This design comes from an exercise in tuning for small area on the open sky130 flow, not from production work. Only simulation tests tie the RTL to the original design; equivalence was not proved. No activity file was given, so power comes from the tool's default toggle rates.

==> design.v <==
package mcdf_fmt_pkg;
  localparam int DATA_WIDE       = 32;
  localparam int CACHE_PTR_WIDE  = 6;
  localparam int FMT_CACHE_DEPTH = 32;
  typedef enum logic [2:0] {
    ST_CHECK0     = 3'd0,
    ST_CHECK      = 3'd1,
    ST_HAND_SHAKE = 3'd2,
    ST_SENT_START = 3'd3,
    ST_DATA_SENT  = 3'd4,
    ST_SENT_END   = 3'd5,
    ST_FLAG_CLR   = 3'd6
  } fmt_state_e;
  function automatic logic [1:0] len_code(input logic [2:0] code);
    case (code)
      3'd0:    len_code = 2'd0;
      3'd1:    len_code = 2'd1;
      3'd2:    len_code = 2'd2;
      default: len_code = 2'd3;
    endcase
  endfunction
endpackage
module fmt_cache
(
  input  logic                                clk,
  input  logic                                i_shift,
  input  logic [mcdf_fmt_pkg::DATA_WIDE-1:0]  i_wdata,
  input  logic [3:0]                          i_tap,     
  output logic [mcdf_fmt_pkg::DATA_WIDE-1:0]  o_rdata
);
  logic [mcdf_fmt_pkg::DATA_WIDE-1:0] r_mem [mcdf_fmt_pkg::FMT_CACHE_DEPTH];
  always_ff @(posedge clk) begin
    if (i_shift) begin
      r_mem[0] <= i_wdata;
      for (int i = 1; i < mcdf_fmt_pkg::FMT_CACHE_DEPTH; i++) r_mem[i] <= r_mem[i-1];
    end
  end
  assign o_rdata = ({mcdf_fmt_pkg::DATA_WIDE{i_tap[0]}} & r_mem[3])
                 | ({mcdf_fmt_pkg::DATA_WIDE{i_tap[1]}} & r_mem[7])
                 | ({mcdf_fmt_pkg::DATA_WIDE{i_tap[2]}} & r_mem[15])
                 | ({mcdf_fmt_pkg::DATA_WIDE{i_tap[3]}} & r_mem[31]);
endmodule
module mcdf_formatter
(
  input  logic                      clk,
  input  logic                      rst_n,
  input  logic [1:0]                fmt_uplink_chid,
  input  logic [2:0]                fmt_fifo0_length,
  input  logic [2:0]                fmt_fifo1_length,
  input  logic [2:0]                fmt_fifo2_length,
  input  logic                      fmt_grant,
  input  logic                      fmt_uplink_valid,
  input  logic [mcdf_fmt_pkg::DATA_WIDE-1:0]      fmt_data_in,
  output logic                      fmt_uplink_ready,
  output logic [1:0]                fmt_chid,
  output logic [mcdf_fmt_pkg::CACHE_PTR_WIDE-1:0] fmt_length,
  output logic                      fmt_req,
  output logic                      fmt_start,
  output logic                      fmt_end,
  output logic [mcdf_fmt_pkg::DATA_WIDE-1:0]      fmt_data
);
  logic       r_check;   
  logic       r_hs;      
  logic       r_ss;      
  logic       r_ds;      
  logic       r_se;      
  logic [4:0] r_cnt;     
  logic [3:0] r_len;     
  logic [1:0] r_chid;    
  logic       w_open;
  logic       w_accept;
  logic       w_last;
  logic       w_send;
  logic       w_show;
  logic       w_shift;
  logic [2:0] w_len_code;
  assign w_open   = (r_cnt != 5'd0);
  assign w_accept = fmt_uplink_valid & r_check & ((fmt_uplink_chid != 2'd0) | w_open);
  always_comb begin
    case (fmt_uplink_chid)
      2'd1:    w_len_code = fmt_fifo0_length;
      2'd2:    w_len_code = fmt_fifo1_length;
      2'd3:    w_len_code = fmt_fifo2_length;
      default: w_len_code = 3'd0;
    endcase
  end
  assign w_last = (r_cnt[1:0] == 2'b11)
                & (r_cnt[2] == ~r_len[0])
                & (r_cnt[3] == (r_len[2] | r_len[3]))
                & (r_cnt[4] == r_len[3]);
  assign w_send  = r_ss | r_ds | r_se;
  assign w_show  = r_hs | w_send;
  assign w_shift = w_accept | r_ss | r_ds;
  fmt_cache u_cache (
    .clk     (clk),
    .i_shift (w_shift),
    .i_wdata (fmt_data_in),
    .i_tap   (r_len & {4{w_send}}),
    .o_rdata (fmt_data)
  );
  always_ff @(posedge clk) begin
    if (r_check & ~w_open) begin
      r_chid <= fmt_uplink_chid;
      r_len  <= 4'b0001 << mcdf_fmt_pkg::len_code(w_len_code);
    end
  end
  always_ff @(posedge clk or posedge rst_n) begin
    if (rst_n) begin
      r_check <= 1'b0;
      r_hs    <= 1'b0;
      r_ss    <= 1'b0;
      r_ds    <= 1'b0;
      r_se    <= 1'b0;
      r_cnt   <= '0;
    end else begin
      r_check <= (r_check & ~(w_accept & w_open & w_last))
               | ~(r_check | r_hs | r_ss | r_ds | r_se);
      r_hs    <= (r_check & w_accept & w_open & w_last) | (r_hs & ~fmt_grant);
      r_ss    <= r_hs & fmt_grant;
      r_ds    <= r_ss | (r_ds & ~w_last);
      r_se    <= r_ds & w_last;
      if (w_accept | r_ss | r_ds) r_cnt <= r_cnt + 5'd1;
      else if (r_hs)              r_cnt <= 5'd1;
      else if (r_se)              r_cnt <= 5'd0;
    end
  end
  assign fmt_uplink_ready = r_check;
  assign fmt_req          = r_hs;
  assign fmt_start        = r_ss;
  assign fmt_end          = r_se;
  assign fmt_chid         = r_chid & {2{w_show}};
  assign fmt_length       = {r_len & {4{w_show}}, 2'b00};
endmodule
==> flow/run.sh <==
#!/bin/bash
# Standard ORFS layout with three changes: small port buffers (buf_1), a clock tree without
# dummy loads, and, after global placement, the cache's shift-enable net driven by a tree of
# buf_2 cells placed at the centroids of their load clusters (flow/de_tree.py).
set -euo pipefail
R=$PWD/orfs/results/sky130hd/mcdf_formatter/base
ARGS=(
  "BUFFER_PORTS_ARGS=-buffer_cell sky130_fd_sc_hd__buf_1"
  "CTS_ARGS=-sink_clustering_enable -repair_clock_nets -dont_use_dummy_load -buf_list sky130_fd_sc_hd__clkbuf_8 -sink_clustering_size 18 -sink_clustering_max_diameter 60"
)
bash standard.sh "${ARGS[@]}" "$R/3_3_place_gp.odb" > orfs_to_gp.log 2>&1
openroad -python -no_init -exit flow/de_tree.py "$R/3_3_place_gp.odb" "$R/3_3_place_gp.odb" 16 sky130_fd_sc_hd__buf_4 > de_tree.log 2>&1
bash standard.sh "${ARGS[@]}" finish > orfs_finish.log 2>&1
==> flow/de_tree.py <==
# Rebuild the buffer tree of the net that drives the cache's shift-enable (DE) pins:
# remove existing buffers on it, then drive the DE pins from K buffers placed at the
# centroids of K location clusters (recursive median bisection).
import sys, odb
src, dst, K, cell = sys.argv[1], sys.argv[2], int(sys.argv[3]), sys.argv[4]
db = odb.dbDatabase.create()
odb.read_db(db, src)
block = db.getChip().getBlock()

def is_buf(inst):
    n = inst.getMaster().getName()
    return any(n.startswith('sky130_fd_sc_hd__' + p) for p in ('buf_', 'clkbuf_'))

def driver(net):
    for it in net.getITerms():
        if it.isOutputSignal():
            return it
    return None

de_nets = set()
for inst in block.getInsts():
    if inst.getMaster().getName().startswith('sky130_fd_sc_hd__edfxtp'):
        de_nets.add(inst.findITerm('DE').getNet().getName())
# walk up through buffers to the root net
import collections
roots = collections.Counter(); bufs_of = collections.defaultdict(set)
for inst in block.getInsts():
    if not inst.getMaster().getName().startswith('sky130_fd_sc_hd__edfxtp'):
        continue
    net = inst.findITerm('DE').getNet()
    chain = []
    while True:
        d = driver(net)
        if d is None or not is_buf(d.getInst()) or d.getInst().getName().startswith(('input', 'output')):
            break
        chain.append(d.getInst().getName())
        net = d.getInst().findITerm('A').getNet()
    roots[net.getName()] += 1
    bufs_of[net.getName()].update(chain)
rname = roots.most_common(1)[0][0]
print('roots', roots)
bufs = bufs_of[rname]
root = block.findNet(rname)
# collect all sinks reachable through the buffers
sinks = []
def collect(net):
    for it in list(net.getITerms()):
        if it.isOutputSignal():
            continue
        inst = it.getInst()
        if inst.getName() in bufs:
            collect(inst.findITerm('X').getNet())
        else:
            sinks.append(it)
collect(root)
print('root', root.getName(), 'buffers removed', len(bufs), 'sinks', len(sinks))
for it in sinks:
    it.disconnect()
for b in bufs:
    inst = block.findInst(b)
    nets = [it.getNet() for it in inst.getITerms() if it.getNet() is not None and it.getSigType() not in ('POWER', 'GROUND')]
    odb.dbInst.destroy(inst)
    for n in nets:
        if n.getName() != root.getName() and len(list(n.getITerms())) == 0 and len(list(n.getBTerms())) == 0:
            odb.dbNet.destroy(n)

def loc(it):
    b = it.getInst().getBBox()
    return ((b.xMin() + b.xMax()) // 2, (b.yMin() + b.yMax()) // 2)

groups = [sinks]
while len(groups) < K:
    groups.sort(key=len, reverse=True)
    g = groups.pop(0)
    xs = [loc(i)[0] for i in g]; ys = [loc(i)[1] for i in g]
    axis = 0 if (max(xs) - min(xs)) >= (max(ys) - min(ys)) else 1
    g = sorted(g, key=lambda i: loc(i)[axis])
    h = len(g) // 2
    groups += [g[:h], g[h:]]
master = db.findMaster(cell)
for k, g in enumerate(groups):
    cx = sum(loc(i)[0] for i in g) // len(g); cy = sum(loc(i)[1] for i in g) // len(g)
    inst = odb.dbInst.create(block, master, 'de_buf_%d' % k)
    net = odb.dbNet.create(block, 'de_net_%d' % k)
    inst.findITerm('A').connect(root)
    inst.findITerm('X').connect(net)
    for it in g:
        it.connect(net)
    inst.setLocation(cx, cy)
    inst.setPlacementStatus('PLACED')
    print('group', k, len(g))
odb.write_db(db, dst)
==> standard.sh <==
#!/bin/bash
# synth_recipe.tcl (not shown) runs the flow's synth.tcl, then flattens the netlist and writes it again
# the make line also repeats each setting of config.mk as NAME=value (left out here)
make -C /OpenROAD-flow-scripts/flow DESIGN_CONFIG=/design/flow/config.mk WORK_HOME=/design/flow/orfs CLKGATE_MAP_FILE= SYNTH_SCRIPT=/design/flow/synth_recipe.tcl "${@:-finish}"
==> config.mk <==
export PLATFORM = sky130hd
export DESIGN_NAME = mcdf_formatter
export DESIGN_NICKNAME = mcdf_formatter
export VERILOG_FILES = /design/flow/design.v
export SDC_FILE = /design/flow/constraint.sdc
export NUM_CORES = 4
export LEC_CHECK = 0
export CAP_MARGIN = 0
export CORE_MARGIN = 2
export CORE_UTILIZATION = 65
export SLEW_MARGIN = 0
==> constraint.sdc <==
create_clock -name core_clock -period 5.0 [get_ports {clk}]
set_input_delay 1.0000 -clock core_clock [delete_from_list [all_inputs] [get_ports {clk}]]
set_output_delay 1.0000 -clock core_clock [all_outputs]
set_load 0.01 [all_outputs]
==> results of run 1 <==
==> per-stage QoR <==
| step | setup WS, ns | TNS (ns) |
|---|---|---|
| 2_1_floorplan | -4.07 | -3971.65 |
| 3_3_place_gp | 1.27 | 0 |
| 3_5_place_dp | 1.20 | 0 |
| 4_1_cts | 0.463 | 0 |
| 5_1_grt | 0.272 | 0 |
| 6_report | 0.549 | 0 |
==> layer usage <==
layer | GRT usage (%) | vias up | part of all wire [%]
met2 | 21.4 | 220 | 42
li1 | - | 5189 | -
met3 | 3.78 | 63 | 4.4
met4 | 5.23 | 0 | 2.1
met5 | 0 | - | 0
met1 | 27.8 | 5915 | 52
==> cell usage after synthesis, drive strengths merged, types with 2 or more instances <==
| cell type | n |
|---|---|
| nor4 | 3 |
| buf | 4 |
| o21a | 2 |
| nor2 | 8 |
| edfxtp | 1030 |
| nor2b | 8 |
| a21oi | 2 |
| xor2 | 2 |
| mux2i | 2 |
| mux2 | 2 |
| clkbuf | 16 |
| a22o | 2 |
| ha | 2 |
| inv | 6 |
| and2 | 9 |
| dfrtp | 10 |
| nand2 | 34 |
| a22oi | 64 |
==> layout by cell type, fill, tap and decap left out, drive strengths merged, types with 3 or more instances in the layout <==
cell    instances
buf           108
a22oi          64
nand2          34
inv             6
and2            9
clkbuf         68
nor4            3
nor2b           8
dfrtp          10
edfxtp       1030
nor2            8
==> sequential cells by signal (all words and copies together), names as in the netlist <==
register	flops
u_cache.r_mem	1024
r_ds	1
r_ss	1
r_cnt	5
r_len	4
r_chid	2
r_check	1
r_hs	1
r_se	1
==> cell type report <==
class                      count  area, µm²  area share, %
clock buffer                  68        936           2.71
tap                          664        831           2.40
inverter                       6       22.5         0.0651
multi-input combinational    161       1130           3.27
sequential                  1040      31200           90.2
timing repair buffer          92        360           1.04
buffer                        16        120          0.347
==> logic make-up after synthesis <==
family	after synthesis
multiplexers	4
flip-flops	1040
AND/OR/NAND/NOR	68
AO/OA/AOI/OAI	82
other	1
XOR/XNOR	3
buffers and inverters	26
adder cells (fa/ha/maj)	2
==> final timing paths <==
| path | start | slack (ns) | endpoint | depth (start not counted) |
|---|---|---|---|---|
| min | rst_n | 0.28 | r_cnt[1] | 2 |
| max | r_ss | 0.55 | fmt_data[8] | 6 |
| max reg2reg | r_cnt[1] | 2.39 | u_cache.r_mem[20][23] | 6 |
| min in group core_clock | u_cache.r_mem[19][20] | 0.40 | u_cache.r_mem[20][20] | 0 |
| min reg2reg | u_cache.r_mem[19][20] | 0.40 | u_cache.r_mem[20][20] | 0 |
| max in group asynchronous | rst_n | 4.38 | r_check | 2 |
==> where the power goes <==
group	total [mW]	internal (mW)	switching, mW
registers	17.4	15.8	1.55
clock network	3.52	1.23	2.29
logic	2.15	0.414	1.73
==> impl_metrics.sql, run 1 <==
INSERT INTO impl_metrics (metric_group, metric, value, unit) VALUES
('clock_tree', 'cts.clk_slew.worst_paths', '0.10', 'ns'),
('status', 'run_status', 'timing/DRC/antenna clean', ''),
('setup_path', 'worst-setup-path-type', 'flop to output port', ''),
('setup_path', 'start_kind', 'flop', ''),
('floorplan', 'effective_utilization_at_floorplan', '66.0', '%'),
('placement', 'finalWeightedCongestion', '0.732', ''),
('clock_tree', 'cts_max_level', '3', ''),
('yosys', 'ys_dominant_reg_cell', 'sky130_fd_sc_hd__edfxtp_1', ''),
('setup_path', 'crit_path_cell_trace', 'nor3_1 -> nor2b_4 -> buf_4 -> a22oi_1 -> nand2_1 -> buf_1', ''),
('timing', 'final_hold_vio_count', '0', ''),
('routing', 'drtPass1Iterations', '5', ''),
('yosys', 'synth_compound_area_share', '1.93', '%'),
('clock_tree', 'hold_buffers', '0', ''),
('power_and_ir_drop', 'pwr_density_cell', '667', 'nW/µm²'),
('routing', 'detail_route.drc_violations', '0', ''),
('yosys', 'post_synth_inst_count', '1226', ''),
('yosys', 'synth.yosys.warnings', '3', ''),
('clock_tree', 'post_cts_resize_count', '0', ''),
('yosys', 'synth.cell_area', '32400', 'µm²'),
('floorplan', 'die_area', '51600', 'µm²'),
('cells_and_area', 'final_cell_area', '34600', 'µm²'),
('global_routing', 'grt_pass1_vias', '10688', ''),
('global_routing', 'pin_count_of_the_biggest_net_entering_global_routing', '66', ''),
('cells_and_area', 'fin_cells', '2047', ''),
('timing', 'layout_worst_path_cycle_share', '89.0', '%'),
('yosys', 'post_synth_edffs', '1030', ''),
('setup_path', 'worst_setup_path_end_kind', 'output port', ''),
('floorplan', 'core.rowCount', '81', ''),
('yosys', 'yosys.area_share.adder', '0.0773', '%'),
('worst_hold_path', 'min-delay-path-class', 'input port to asynchronous set/reset pin', ''),
('setup_path', 'timing.critical_path.slowest_cell_delay', '1.12', 'ns'),
('yosys', 'post-synth-top-area-fraction', '95.6', '%'),
('yosys', 'synth_seq_area_share', '96.3', '%'),
('yosys', 'yosys_register_bits', '1040', ''),
('cells_and_area', 'nNetsFinal', '1434', ''),
('cells_and_area', 'num_antenna_cells', '0', ''),
('routing', 'detail_route.wl_per_cell', '20.5', 'µm'),
('floorplan', 'io_pins', '91', ''),
('timing', 'clock-skew-final', '0.0824', 'ns'),
('yosys', 'muxShareOfSynthArea', '0.131', '%'),
('clock_tree', 'clock-root-buffer', 'sky130_fd_sc_hd__clkbuf_8', ''),
('routing', 'detail_route.vias_per_cell', '5.56', ''),
('clock_tree', 'cts_post_setup_buffers_inserted', '0', ''),
('yosys', 'synth_simple_gate_area_share', '1.08', '%'),
('power_and_ir_drop', 'leakage', '11.7', 'nW'),
('clock_tree', 'worst_skew_pair.late_latency', '0.68', 'ns'),
('timing', 'grt_setup_unrepaired', 'false', ''),
('yosys', 'synth_top_family_by_area', 'compound AO/OA/AOI/OAI gates', ''),
('setup_path', 'cp.arrival', '3.45', 'ns'),
('global_routing', 'global_route.usage.total', '16.4', '%'),
('power_and_ir_drop', 'p_total', '23.0', 'mW'),
('placement', 'placed_area', '33600', 'µm²'),
('clock_tree', 'max_buffers_root_to_sink', '3', ''),
('yosys', 'syn_avg_cell_area', '26.4', 'µm²'),
('global_routing', 'grt-ovfl-total', '0', ''),
('routing', 'wirelength_routed', '42000', 'µm'),
('run', 'maxCapViolCount', '0', ''),
('yosys', 'post_synth_xor_area_fraction', '0.0812', '%'),
('timing', 'final_critical_path_time_including_i_o_delays_and_setup', '4.45', 'ns'),
('power_and_ir_drop', 'peakVddDrop', '0.000367', 'V'),
('cells_and_area', 'num-fill-cells', '2931', ''),
('timing', 'worst_slew_slack_as_a_fraction_of_its_limit', '7.27', '%'),
('routing', 'drtIter0Drc', '1183', ''),
('timing', 'pin_slew_with_the_least_headroom_to_its_limit', '1.38', 'ns'),
('setup_path', 'critical_path.max_fanout', '20', ''),
('yosys', 'ys_types', '41', ''),
('cells_and_area', 'final_layout_size_suffix_gt1_share', '7.16', '%'),
('cells_and_area', 'final_core_utilization', '70.5', '%'),
('floorplan', 'die_y', '227', 'µm'),
('placement', 'placement.io_buffers', '88', ''),
('clock_tree', 'tritoncts', 'yes', '');
==> inputs of run 2 (changes only) <==
--- a/flow/run.sh
+++ b/flow/run.sh
@@ -3,3 +3,3 @@
 # dummy loads, and, after global placement, the cache's shift-enable net driven by a tree of
-# buf_2 cells placed at the centroids of their load clusters (flow/de_tree.py).
+# buf_4 cells placed at the centroids of their load clusters (flow/de_tree.py).
 set -euo pipefail
==> impl_metrics.sql, run 2 <==
INSERT INTO impl_metrics (metric_group, metric, value, unit) VALUES
('power_and_ir_drop', 'leakage', '11.7', 'nW'),
('placement', 'preCtsSetupSlack', '1.20', 'ns'),
('yosys', 'synth.cell_area', '32400', 'µm²'),
('clock_tree', 'clock-root-buffer', 'sky130_fd_sc_hd__clkbuf_8', ''),
('timing', 'fin_setup_tns', '0', 'ns'),
('worst_hold_path', 'min-delay-path-class', 'input port to asynchronous set/reset pin', ''),
('timing', 'grt_setup_unrepaired', 'false', ''),
('yosys', 'post_synth_inst_count', '1226', ''),
('routing', 'detail_route.drc_violations', '0', ''),
('routing', 'vias', '11391', ''),
('global_routing', 'global_route.usage.total', '16.4', '%'),
('cells_and_area', 'top_register', 'u_cache.r_mem', ''),
('routing', 'drtPass1Iterations', '5', ''),
('routing', 'detail_route.wl_per_cell', '20.5', 'µm'),
('yosys', 'yosys_register_bits', '1040', ''),
('routing', 'detail_route.vias_per_cell', '5.56', ''),
('setup_path', 'timing.critical_path.slowest_cell_delay', '1.11', 'ns'),
('global_routing', 'grt_pass1_vias', '10688', ''),
('yosys', 'synth.yosys.warnings', '3', ''),
('yosys', 'async_reset_ff_share', '0.962', '%'),
('floorplan', 'io_pins', '91', ''),
('clock_tree', 'post_cts_resize_count', '0', ''),
('setup_path', 'crit_path_cell_trace', 'nor3_1 -> nor2b_4 -> buf_4 -> a22oi_1 -> nand2_1 -> buf_1', ''),
('yosys', 'synth.top_cells.by_count', '1030 x sky130_fd_sc_hd__edfxtp_1, 64 x sky130_fd_sc_hd__a22oi_1, 34 x sky130_fd_sc_hd__nand2_1', ''),
('setup_path', 'critical_path.top_delay_family', 'simple AND/OR/NAND/NOR gates', ''),
('placement', 'post-dp-hpwl', '21800', 'µm'),
('timing', 'setup_slack', '0.548', 'ns'),
('yosys', 'ys_types', '41', ''),
('power_and_ir_drop', 'clock_power_share', '15.3', '%'),
('placement', 'finalWeightedCongestion', '0.732', ''),
('yosys', 'synth.area.top_cells', 'sky130_fd_sc_hd__edfxtp_1 96%, sky130_fd_sc_hd__a22oi_1 1.5%, sky130_fd_sc_hd__dfrtp_1 0.77%, sky130_fd_sc_hd__nand2_1 0.39%, sky130_fd_sc_hd__clkbuf_1 0.19%', ''),
('clock_tree', 'max_buffers_root_to_sink', '3', ''),
('yosys', 'post_synth_edffs', '1030', ''),
('clock_tree', 'clock_sink_count', '1040', ''),
('run', 'maxCapViolCount', '0', ''),
('timing', 'holdWs', '0.275', 'ns'),
('clock_tree', 'cts_post_setup_buffers_inserted', '0', ''),
('status', 'run_status', 'timing/DRC/antenna clean', ''),
('power_and_ir_drop', 'pwr_density_cell', '666', 'nW/µm²'),
('power_and_ir_drop', 'netSwitchingFraction', '24.2', '%'),
('yosys', 'syn_avg_cell_area', '26.4', 'µm²'),
('setup_path', 'worst-setup-path-type', 'flop to output port', ''),
('timing', 'worst_slew_slack_as_a_fraction_of_its_limit', '7.74', '%'),
('cells_and_area', 'num_antenna_cells', '0', ''),
('timing', 'pin_slew_with_the_least_headroom_to_its_limit', '1.37', 'ns'),
('yosys', 'yosysMostFrequentCell', 'sky130_fd_sc_hd__edfxtp_1', ''),
('yosys', 'ys_dominant_reg_cell', 'sky130_fd_sc_hd__edfxtp_1', ''),
('setup_path', 'worstReg2RegStart', 'r_cnt[1]', ''),
('floorplan', 'die_y', '227', 'µm'),
('power_and_ir_drop', 'peakVddDrop', '0.000367', 'V'),
('timing', 'finalSetupViolations', '0', ''),
('clock_tree', 'cts_inserted_buffers', '68', ''),
('global_routing', 'grt_pass1_wl', '61500', 'µm'),
('timing', 'finalMaxSlewViolations', '0', ''),
('clock_tree', 'tritoncts', 'yes', ''),
('cells_and_area', 'final_common_cell', 'sky130_fd_sc_hd__edfxtp_1', ''),
('floorplan', 'die_area', '51600', 'µm²'),
('floorplan', 'floorplan.core_area', '49100', 'µm²'),
('floorplan', 'fp.dieW', '227', 'µm'),
('cells_and_area', 'final_layout_size_suffix_gt1_share', '7.16', '%'),
('routing', 'drtIter0Drc', '1154', ''),
('timing', 'final_hold_vio_count', '0', ''),
('global_routing', 'pin_count_of_the_biggest_net_entering_global_routing', '66', ''),
('power_and_ir_drop', 'share_seq_of_total_power', '75.4', '%'),
('setup_path', 'critical_path.max_fanout', '20', ''),
('setup_path', 'worst-r2r-setup-slack', '2.39', 'ns'),
('global_routing', 'grt-ovfl-total', '0', ''),
('cells_and_area', 'largest_reg_flops', '1024', ''),
('cells_and_area', 'mostFrequentLayoutCells', '1030 x sky130_fd_sc_hd__edfxtp_1, 88 x sky130_fd_sc_hd__buf_1, 68 x sky130_fd_sc_hd__clkbuf_8', ''),
('setup_path', 'crit-reg2reg-capture', 'u_cache.r_mem[2][23]', ''),
('cells_and_area', 'num-fill-cells', '2931', ''),
('timing', 'clock-skew-final', '0.0797', 'ns'),
('timing', 'layout_worst_path_cycle_share', '89.0', '%'),
('yosys', 'synth_seq_area_share', '96.3', '%'),
('floorplan', 'effective_utilization_at_floorplan', '66.0', '%'),
('yosys', 'synth_area_leader_cell', 'sky130_fd_sc_hd__edfxtp_1', ''),
('setup_path', 'depth_of_the_most_critical_reg_to_reg_path', '6', ''),
('clock_tree', 'cts_max_level', '3', ''),
('global_routing', 'antenna_found_initial', '1', ''),
('clock_tree', 'worst_skew_pair.late_latency', '0.68', 'ns'),
('power_and_ir_drop', 'p_sw', '5.57', 'mW'),
('placement', 'placement.io_buffers', '88', ''),
('clock_tree', 'cts.clk_slew.worst_paths', '0.10', 'ns'),
('routing', 'antenna_left', '0', ''),
('cells_and_area', 'reg.largest.list', 'u_cache.r_mem x1024, r_cnt x5, r_len x4', ''),
('routing', 'wirelength_routed', '41900', 'µm'),
('setup_path', 'critPathSlowestCell', 'sky130_fd_sc_hd__nor3_1', ''),
('cells_and_area', 'nNetsFinal', '1434', ''),
('power_and_ir_drop', 'cell_int_power', '17.5', 'mW'),
('setup_path', 'worst_setup_path_end_kind', 'output port', ''),
('clock_tree', 'hold_buffers', '0', ''),
('cells_and_area', 'flow.area_growth_from_synthesis', '6.85', '%'),
('timing', 'final_critical_path_time_including_i_o_delays_and_setup', '4.45', 'ns'),
('setup_path', 'start_kind', 'flop', ''),
('setup_path', 'critPathRequiredTime', '4.00', 'ns'),
('yosys', 'post-synth-top-area-fraction', '95.6', '%'),
('power_and_ir_drop', 'pwr-share-comb', '9.3', '%'),
('setup_path', 'path_buf_inv', '2', ''),
('timing', 'timing.fmax', '0.225', 'GHz'),
('floorplan', 'core.rowCount', '81', ''),
('setup_path', 'cp.arrival', '3.45', 'ns');
run 2: cell counts after synthesis:
Identical to the previous run, type by type.
run 2: power groups by stage:
stage | registers [mW] | clock network, mW | logic [mW]
3_5_place_dp | 17.5 | 0 | 2.22
3_3_place_gp | 17.4 | 0 | 2.27
5_1_grt | 17.8 | 3.97 | 2.42
2_1_floorplan | 17.4 | 0 | 1.43
6_report | 17.4 | 3.52 | 2.14
4_1_cts | 17.4 | 3.70 | 2.20
run 2: area by class of cell:
cell class              count  area [µm²]  share of cell area (%)
repair buffers             92         360                    1.04
flip-flops and latches   1040       31200                    90.2
clock buffers              68         936                    2.71
inverters                   6        22.5                  0.0651
multi-input cells         161        1130                    3.27
well taps                 664         831                    2.40
plain buffers              16         120                   0.347
run 2: worst register-to-register path, stage by stage, from the launching register on:
cell	delay [ns]
sky130_fd_sc_hd__dfrtp_1	0.39
sky130_fd_sc_hd__inv_1	0.06
sky130_fd_sc_hd__ha_1	0.18
sky130_fd_sc_hd__nor4b_4	0.15
sky130_fd_sc_hd__a21oi_4	0.24
sky130_fd_sc_hd__or3_4	0.47
sky130_fd_sc_hd__buf_4	0.72
run 2: cells by family after synthesis:
family / synth area share, %
AOI/OAI and AO/OA: 1.93
xor gates and xnor gates: 0.0812
adders and majority gates: 0.0773
buffers and inverters: 0.352
DFF: 96.3
muxes: 0.131
other: 0.0116
and+or+nand+nor: 1.08
run 2: stage by stage:
| stage | cells | instance area (µm²) | total power [mW] | util, % |
|---|---|---|---|---|
| 2_1_floorplan | 1227 | 32400 | 18.9 | - |
| 3_3_place_gp | 1980 | 33800 | 19.7 | 68.9 |
| 3_5_place_dp | 1979 | 33600 | 19.7 | 68.6 |
| 4_1_cts | 2047 | 34600 | 23.3 | 70.5 |
| 5_1_grt | 2047 | 34600 | 24.2 | 70.5 |
| 6_report | 2047 | 34600 | 23.0 | 70.5 |
run 2: per-layer routing:
layer	share of wire, %	vias to the layer above	wire [µm]	global-route usage [%]
met5	0	-	0	0
met4	2.2	0	904	5.23
met2	42	251	17600	21.4
li1	-	5193	-	-
met1	51	5879	21300	27.8
met3	5.0	68	2100	3.78
run 2: how the worst max path moves through the flow:
| stage | from | end | slack [ns] | cells past startpoint |
|---|---|---|---|---|
| after floorplan | fmt_uplink_valid | r_cnt[1] | -4.07 | 4 |
| after global routing | r_ss | fmt_data[8] | 0.27 | 6 |
| after CTS | r_ss | fmt_data[6] | 0.46 | 6 |
| after global placement | r_ss | fmt_data[29] | 1.27 | 6 |
| after detailed placement | r_ss | fmt_data[8] | 1.20 | 6 |
| final | r_ss | fmt_data[8] | 0.55 | 6 |
==> inputs of run 3 (changes only) <==
--- a/flow/run.sh
+++ b/flow/run.sh
@@ -8,3 +8,3 @@
   "BUFFER_PORTS_ARGS=-buffer_cell sky130_fd_sc_hd__buf_1"
-  "CTS_ARGS=-sink_clustering_enable -repair_clock_nets -dont_use_dummy_load -buf_list sky130_fd_sc_hd__clkbuf_8 -sink_clustering_size 18 -sink_clustering_max_diameter 60"
+  "CTS_ARGS=-sink_clustering_enable -repair_clock_nets -dont_use_dummy_load -buf_list sky130_fd_sc_hd__clkbuf_8 -sink_clustering_size 19 -sink_clustering_max_diameter 60"
 )
==> impl_metrics.sql, run 3 <==
INSERT INTO impl_metrics (metric_group, metric, value, unit) VALUES
('floorplan', 'io_pins', '91', ''),
('clock_tree', 'post_cts_resize_count', '0', ''),
('timing', 'final_hold_vio_count', '0', ''),
('setup_path', 'start_kind', 'flop', ''),
('floorplan', 'effective_utilization_at_floorplan', '66.0', '%'),
('clock_tree', 'tritoncts', 'yes', ''),
('yosys', 'synth_seq_area_share', '96.3', '%'),
('power_and_ir_drop', 'pwr_density_cell', '663', 'nW/µm²'),
('global_routing', 'busiest_layer', 'met1', ''),
('yosys', 'yosysMostFrequentCell', 'sky130_fd_sc_hd__edfxtp_1', ''),
('cells_and_area', 'num_antenna_cells', '0', ''),
('cells_and_area', 'fin_cells', '2040', ''),
('cells_and_area', 'largest_reg_flops', '1024', ''),
('cells_and_area', 'mostFrequentLayoutCells', '1030 x sky130_fd_sc_hd__edfxtp_1, 88 x sky130_fd_sc_hd__buf_1, 64 x sky130_fd_sc_hd__a22oi_1', ''),
('yosys', 'synth.top_cells.by_count', '1030 x sky130_fd_sc_hd__edfxtp_1, 64 x sky130_fd_sc_hd__a22oi_1, 34 x sky130_fd_sc_hd__nand2_1', ''),
('routing', 'wirelength_routed', '41900', 'µm'),
('clock_tree', 'cts_inserted_buffers', '61', ''),
('setup_path', 'worst-setup-path-type', 'flop to output port', ''),
('floorplan', 'die_area', '51600', 'µm²'),
('global_routing', 'groute.layer.met1.usage', '27.5', '%'),
('routing', 'detail_route.vias_per_cell', '5.56', ''),
('power_and_ir_drop', 'leakage', '11.6', 'nW'),
('clock_tree', 'hold_buffers', '0', ''),
('setup_path', 'timing.critical_path.slowest_cell_delay', '1.11', 'ns'),
('floorplan', 'core.rowCount', '81', ''),
('global_routing', 'antenna_found_initial', '1', ''),
('cells_and_area', 'reg.largest.list', 'u_cache.r_mem x1024, r_cnt x5, r_len x4', ''),
('worst_hold_path', 'min-delay-path-class', 'input port to asynchronous set/reset pin', ''),
('yosys', 'ys_types', '41', ''),
('cells_and_area', 'final_common_cell', 'sky130_fd_sc_hd__edfxtp_1', ''),
('cells_and_area', 'nNetsFinal', '1427', ''),
('routing', 'drtIter0Drc', '1134', ''),
('yosys', 'post-synth-top-area-fraction', '95.6', '%'),
('cells_and_area', 'final_layout_size_suffix_gt1_share', '6.69', '%'),
('yosys', 'synth.cell_area', '32400', 'µm²'),
('cells_and_area', 'top_register', 'u_cache.r_mem', ''),
('setup_path', 'cp.arrival', '3.47', 'ns'),
('timing', 'finalMaxSlewViolations', '0', ''),
('timing', 'finalSetupViolations', '0', ''),
('clock_tree', 'clock-root-buffer', 'sky130_fd_sc_hd__clkbuf_8', ''),
('setup_path', 'critical_path.top_delay_family', 'simple AND/OR/NAND/NOR gates', ''),
('placement', 'finalWeightedCongestion', '0.732', ''),
('clock_tree', 'cts_max_level', '2', ''),
('floorplan', 'die_y', '227', 'µm'),
('global_routing', 'grt_pass1_wl', '61100', 'µm'),
('yosys', 'synth_area_leader_cell', 'sky130_fd_sc_hd__edfxtp_1', ''),
('timing', 'pin_slew_with_the_least_headroom_to_its_limit', '1.38', 'ns'),
('yosys', 'synth.area.top_cells', 'sky130_fd_sc_hd__edfxtp_1 96%, sky130_fd_sc_hd__a22oi_1 1.5%, sky130_fd_sc_hd__dfrtp_1 0.77%, sky130_fd_sc_hd__nand2_1 0.39%, sky130_fd_sc_hd__clkbuf_1 0.19%', ''),
('routing', 'detail_route.wl_per_cell', '20.6', 'µm'),
('floorplan', 'floorplan.core_area', '49100', 'µm²'),
('routing', 'vias', '11333', ''),
('timing', 'setup_slack', '0.531', 'ns'),
('yosys', 'ys_dominant_reg_cell', 'sky130_fd_sc_hd__edfxtp_1', ''),
('yosys', 'synth.yosys.warnings', '3', ''),
('global_routing', 'grt.met2_usage', '21.5', '%'),
('yosys', 'post_synth_inst_count', '1226', ''),
('timing', 'timing.fmax', '0.224', 'GHz'),
('placement', 'preCtsSetupSlack', '1.20', 'ns'),
('setup_path', 'worst_setup_path_end_kind', 'output port', ''),
('placement', 'dp.cells', '1979', ''),
('setup_path', 'crit_path_cell_trace', 'nor3_1 -> nor2b_4 -> buf_4 -> a22oi_1 -> nand2_1 -> buf_1', ''),
('timing', 'worst_slew_slack_as_a_fraction_of_its_limit', '7.22', '%'),
('timing', 'clock-skew-final', '0.0475', 'ns'),
('clock_tree', 'max_buffers_root_to_sink', '3', ''),
('clock_tree', 'cts.clk_slew.worst_paths', '0.09', 'ns'),
('clock_tree', 'clock_sink_count', '1040', ''),
('placement', 'placement.io_buffers', '88', ''),
('run', 'maxCapViolCount', '0', ''),
('global_routing', 'pin_count_of_the_biggest_net_entering_global_routing', '66', ''),
('global_routing', 'grt-ovfl-total', '0', ''),
('clock_tree', 'worst_skew_pair.late_latency', '0.70', 'ns'),
('yosys', 'async_reset_ff_share', '0.962', '%'),
('global_routing', 'grt_pass1_vias', '10630', ''),
('timing', 'layout_worst_path_cycle_share', '89.4', '%'),
('setup_path', 'critPathRequiredTime', '4.00', 'ns'),
('routing', 'drtPass1Iterations', '5', ''),
('placement', 'post-dp-hpwl', '21800', 'µm'),
('status', 'run_status', 'timing/DRC/antenna clean', ''),
('global_routing', 'global_route.usage.total', '16.1', '%'),
('timing', 'grt_setup_unrepaired', 'false', ''),
('floorplan', 'fp.dieW', '227', 'µm'),
('setup_path', 'critical_path.max_fanout', '18', ''),
('yosys', 'post_synth_edffs', '1030', ''),
('global_routing', 'use_met3', '3.52', '%'),
('routing', 'detail_route.drc_violations', '0', ''),
('clock_tree', 'cts_post_setup_buffers_inserted', '0', ''),
('yosys', 'syn_avg_cell_area', '26.4', 'µm²'),
('routing', 'antenna_left', '0', ''),
('setup_path', 'critPathSlowestCell', 'sky130_fd_sc_hd__nor3_1', ''),
('cells_and_area', 'flow.area_growth_from_synthesis', '6.55', '%'),
('setup_path', 'path_buf_inv', '2', ''),
('setup_path', 'worst-r2r-setup-slack', '2.37', 'ns'),
('power_and_ir_drop', 'peakVddDrop', '0.000353', 'V'),
('timing', 'final_critical_path_time_including_i_o_delays_and_setup', '4.47', 'ns'),
('yosys', 'yosys_register_bits', '1040', '');
-- run 3: cell counts after synthesis --
Identical to the previous run, type by type.
-- run 3: metal layers --
layer	part of all wire, %	up-vias
met5	0	-
met4	1.6	0
met1	52	5899
li1	-	5182
met2	42	200
met3	4.7	52
-- run 3: metrics by stage --
stage	hold slack, ns	power, mW	util [%]	area (µm²)	setup TNS (ns)
after floorplan	0.400	18.9	-	32400	-3971.65
after global placement	0.400	19.7	68.9	33800	0
after detailed placement	0.405	19.7	68.6	33600	0
after CTS	0.217	23.2	70.3	34500	0
after global routing	0.253	24.0	70.3	34500	0
final	0.267	22.9	70.3	34500	0
-- run 3: worst register-to-register path, delay by kind of cell (launching register included) --
kind | cells | cell delay [ns]
fa+ha+maj | 1 | 0.16
simple gates | 2 | 0.95
compound gates | 2 | 0.45
flops | 1 | 0.40
buf+inv | 2 | 0.58
-- run 3: final cells by class --
type	instances	area, µm²
plain buffers	16	120
clock buffers	61	840
fillers	2926	14600
inverters	6	22.5
multi-input cells	161	1130
flip-flops and latches	1040	31200
well taps	664	831
repair buffers	92	360
-- run 3: kinds of logic after synthesis --
group | share of synthesized area, %
AO/OA/AOI/OAI | 1.93
adder cells (fa/ha/maj) | 0.0773
flip-flops | 96.3
XOR/XNOR | 0.0812
other | 0.0116
buffers and inverters | 0.352
AND/OR/NAND/NOR | 1.08
multiplexers | 0.131
-- run 3: worst paths after layout --
check	start	endpoint	cells after the start
max	r_ss	fmt_data[6]	6
min	rst_n	r_cnt[1]	2
min in group core_clock	u_cache.r_mem[19][20]	u_cache.r_mem[20][20]	0
min reg2reg	u_cache.r_mem[19][20]	u_cache.r_mem[20][20]	0
max reg2reg	r_cnt[0]	r_cnt[1]	7
max in group asynchronous	rst_n	r_cnt[2]	2
-- run 3: power breakdown --
group          total (mW)  internal, mW  leakage, nW  switching (mW)
combinational        2.16         0.414        0.680            1.74
clock                3.34          1.09        0.439            2.24
sequential           17.4          15.8         10.5            1.55
==> inputs of run 4 (changes only) <==
--- a/flow/run.sh
+++ b/flow/run.sh
@@ -8,3 +8,3 @@
   "BUFFER_PORTS_ARGS=-buffer_cell sky130_fd_sc_hd__buf_1"
-  "CTS_ARGS=-sink_clustering_enable -repair_clock_nets -dont_use_dummy_load -buf_list sky130_fd_sc_hd__clkbuf_8 -sink_clustering_size 19 -sink_clustering_max_diameter 60"
+  "CTS_ARGS=-sink_clustering_enable -repair_clock_nets -dont_use_dummy_load -buf_list sky130_fd_sc_hd__clkbuf_8 -sink_clustering_size 21 -sink_clustering_max_diameter 60"
 )
==> impl_metrics.sql, run 4 <==
INSERT INTO impl_metrics (metric_group, metric, value, unit) VALUES
('status', 'run_status', 'timing/DRC/antenna clean', ''),
('routing', 'detail_route.wl_per_cell', '20.5', 'µm'),
('cells_and_area', 'flow.area_growth_from_synthesis', '6.38', '%'),
('cells_and_area', 'final_layout_size_suffix_gt1_share', '6.41', '%'),
('floorplan', 'io_pins', '91', ''),
('clock_tree', 'cts_max_level', '2', ''),
('yosys', 'synth_area_leader_cell', 'sky130_fd_sc_hd__edfxtp_1', ''),
('clock_tree', 'clock-root-buffer', 'sky130_fd_sc_hd__clkbuf_8', ''),
('timing', 'worst_slew_slack_as_a_fraction_of_its_limit', '7.09', '%'),
('floorplan', 'die_y', '227', 'µm'),
('clock_tree', 'cts_post_setup_buffers_inserted', '0', ''),
('worst_hold_path', 'min-delay-path-class', 'input port to asynchronous set/reset pin', ''),
('timing', 'finalSetupViolations', '0', ''),
('clock_tree', 'cts_inserted_buffers', '57', ''),
('setup_path', 'start_kind', 'flop', ''),
('setup_path', 'cp-endpoint', 'fmt_data[8]', ''),
('floorplan', 'die_area', '51600', 'µm²'),
('clock_tree', 'cts.clk_slew.worst_paths', '0.08', 'ns'),
('timing', 'layout_worst_path_cycle_share', '88.3', '%'),
('routing', 'detail_route.drc_violations', '0', ''),
('global_routing', 'use_met3', '2.84', '%'),
('floorplan', 'effective_utilization_at_floorplan', '66.0', '%'),
('routing', 'drtPass1Iterations', '5', ''),
('timing', 'clock-skew-final', '0.0803', 'ns'),
('power_and_ir_drop', 'netSwitchingFraction', '24.2', '%'),
('timing', 'pin_slew_with_the_least_headroom_to_its_limit', '1.38', 'ns'),
('cells_and_area', 'num_antenna_cells', '0', ''),
('routing', 'wirelength_routed', '41800', 'µm'),
('floorplan', 'floorplan.core_area', '49100', 'µm²'),
('yosys', 'synth_seq_area_share', '96.3', '%'),
('timing', 'final_hold_vio_count', '0', ''),
('yosys', 'async_reset_ff_share', '0.962', '%'),
('yosys', 'post_synth_inst_count', '1226', ''),
('routing', 'vias', '11351', ''),
('yosys', 'synth.top_cells.by_count', '1030 x sky130_fd_sc_hd__edfxtp_1, 64 x sky130_fd_sc_hd__a22oi_1, 34 x sky130_fd_sc_hd__nand2_1', ''),
('clock_tree', 'max_buffers_root_to_sink', '3', ''),
('global_routing', 'grt.met2_usage', '21.5', '%'),
('setup_path', 'worstReg2RegStart', 'r_cnt[0]', ''),
('cells_and_area', 'top_register', 'u_cache.r_mem', ''),
('setup_path', 'worst-setup-path-type', 'flop to output port', ''),
('yosys', 'post_synth_edffs', '1030', ''),
('cells_and_area', 'num-fill-cells', '2934', ''),
('yosys', 'post-synth-top-area-fraction', '95.6', '%'),
('placement', 'placement.io_buffers', '88', ''),
('power_and_ir_drop', 'pwr_density_cell', '661', 'nW/µm²'),
('setup_path', 'depth_of_the_most_critical_reg_to_reg_path', '7', ''),
('global_routing', 'busiest_layer', 'met1', ''),
('routing', 'detail_route.vias_per_cell', '5.58', ''),
('power_and_ir_drop', 'cell_int_power', '17.3', 'mW'),
('setup_path', 'critical_path.max_fanout', '20', ''),
('cells_and_area', 'reg.largest.list', 'u_cache.r_mem x1024, r_cnt x5, r_len x4', ''),
('clock_tree', 'post_cts_resize_count', '0', ''),
('global_routing', 'global_route.usage.total', '16.1', '%'),
('power_and_ir_drop', 'pwr-share-comb', '9.4', '%'),
('power_and_ir_drop', 'peakVddDrop', '0.000324', 'V'),
('global_routing', 'grt_pass1_wl', '60900', 'µm'),
('power_and_ir_drop', 'clock_power_share', '14.2', '%'),
('routing', 'antenna_left', '0', ''),
('power_and_ir_drop', 'p_total', '22.8', 'mW'),
('yosys', 'ys_dominant_reg_cell', 'sky130_fd_sc_hd__edfxtp_1', ''),
('placement', 'finalWeightedCongestion', '0.732', ''),
('run', 'maxCapViolCount', '0', ''),
('timing', 'finalMaxSlewViolations', '0', ''),
('cells_and_area', 'nNetsFinal', '1423', ''),
('setup_path', 'crit-reg2reg-capture', 'r_cnt[1]', ''),
('yosys', 'yosysMostFrequentCell', 'sky130_fd_sc_hd__edfxtp_1', ''),
('cells_and_area', 'mostFrequentLayoutCells', '1030 x sky130_fd_sc_hd__edfxtp_1, 88 x sky130_fd_sc_hd__buf_1, 64 x sky130_fd_sc_hd__a22oi_1', ''),
('power_and_ir_drop', 'share_seq_of_total_power', '76.3', '%'),
('setup_path', 'cp.arrival', '3.41', 'ns'),
('global_routing', 'grt-ovfl-total', '0', ''),
('cells_and_area', 'final_common_cell', 'sky130_fd_sc_hd__edfxtp_1', '');
-- run 4: layer usage --
| metal | vias up | part of all wire (%) |
|---|---|---|
| met4 | 0 | 2.1 |
| met3 | 63 | 4.6 |
| met5 | - | 0 |
| li1 | 5173 | - |
| met2 | 209 | 42 |
| met1 | 5906 | 52 |
-- run 4: cells by family after synthesis --
group / count (synthesis) / synth area share (%)
adders and majority gates: 2 / 0.0773
AOI/OAI and AO/OA: 82 / 1.93
other: 1 / 0.0116
and+or+nand+nor: 68 / 1.08
xor gates and xnor gates: 3 / 0.0812
muxes: 4 / 0.131
DFF: 1040 / 96.3
buffers and inverters: 26 / 0.352
-- run 4: cell type report --
type | count | area (µm²) | share of cell area, %
well taps | 664 | 831 | 2.41
flip-flops and latches | 1040 | 31200 | 90.6
clock buffers | 57 | 785 | 2.28
inverters | 6 | 22.5 | 0.0654
multi-input cells | 161 | 1130 | 3.29
plain buffers | 16 | 120 | 0.349
repair buffers | 92 | 360 | 1.05
-- run 4: how the worst min path moves through the flow --
stage	start	end	slack, ns	cells past startpoint
5_1_grt	rst_n	r_cnt[1]	0.28	2
4_1_cts	rst_n	r_cnt[1]	0.23	2
3_3_place_gp	u_cache.r_mem[6][18]	u_cache.r_mem[7][18]	0.40	0
6_report	rst_n	r_cnt[1]	0.29	2
2_1_floorplan	u_cache.r_mem[9][0]	u_cache.r_mem[10][0]	0.40	0
3_5_place_dp	u_cache.r_mem[9][16]	u_cache.r_mem[10][16]	0.40	0
-- run 4: per-stage QoR --
step | area (µm²) | hold WS [ns] | util (%) | std cells
finish | 34400 | 0.287 | 70.2 | 2036
global route | 34400 | 0.282 | 70.2 | 2036
CTS | 34400 | 0.228 | 70.2 | 2036
detailed placement | 33600 | 0.405 | 68.6 | 1979
global placement | 33800 | 0.400 | 68.9 | 1980
floorplan | 32400 | 0.400 | - | 1227
-- run 4: power groups by stage --
stage,clock [mW],sequential [mW],combinational [mW]
global route,3.68,17.8,2.42
global placement,0,17.4,2.27
floorplan,0,17.4,1.43
detailed placement,0,17.5,2.22
CTS,3.42,17.4,2.20
finish,3.24,17.4,2.15
-- run 4: worst max-delay path: stages, from the launching register on --
cell and delay [ns]:
sky130_fd_sc_hd__dfrtp_1 0.45, sky130_fd_sc_hd__nor3_1 1.11, sky130_fd_sc_hd__nor2b_4 0.41, sky130_fd_sc_hd__buf_4 0.35
sky130_fd_sc_hd__a22oi_1 0.19, sky130_fd_sc_hd__nand2_1 0.11, sky130_fd_sc_hd__buf_1 0.14

==> separate check: timing with driven ports <==
The results above use ideal ports. As a check the final layouts listed here were re-extracted and re-timed, cells and wires unchanged.
Step 1, drivers: a clkbuf_16 drives clk and a buf_2 each remaining input, both assumed.
Step 2 also shifts input and output timing later by t, the mid clock arrival at the registers, as if the neighbouring blocks saw the same clock.
Slacks: no drivers / after step 1 / after step 2; pairs: no drivers / after step 1.
run | t, ns | setup slack, ns | slew at the worst register clock pin (ns)
run 1 | 0.687 | 0.549 / 0.496 / 1.183 | 0.11 / 0.11
run 2 | 0.690 | 0.548 / 0.495 / 1.185 | 0.11 / 0.11
run 3 | 0.728 | 0.531 / 0.478 / 1.206 | 0.11 / 0.11
run 4 | 0.712 | 0.586 / 0.533 / 1.245 | 0.12 / 0.12
After both steps every run listed still meets setup and hold.
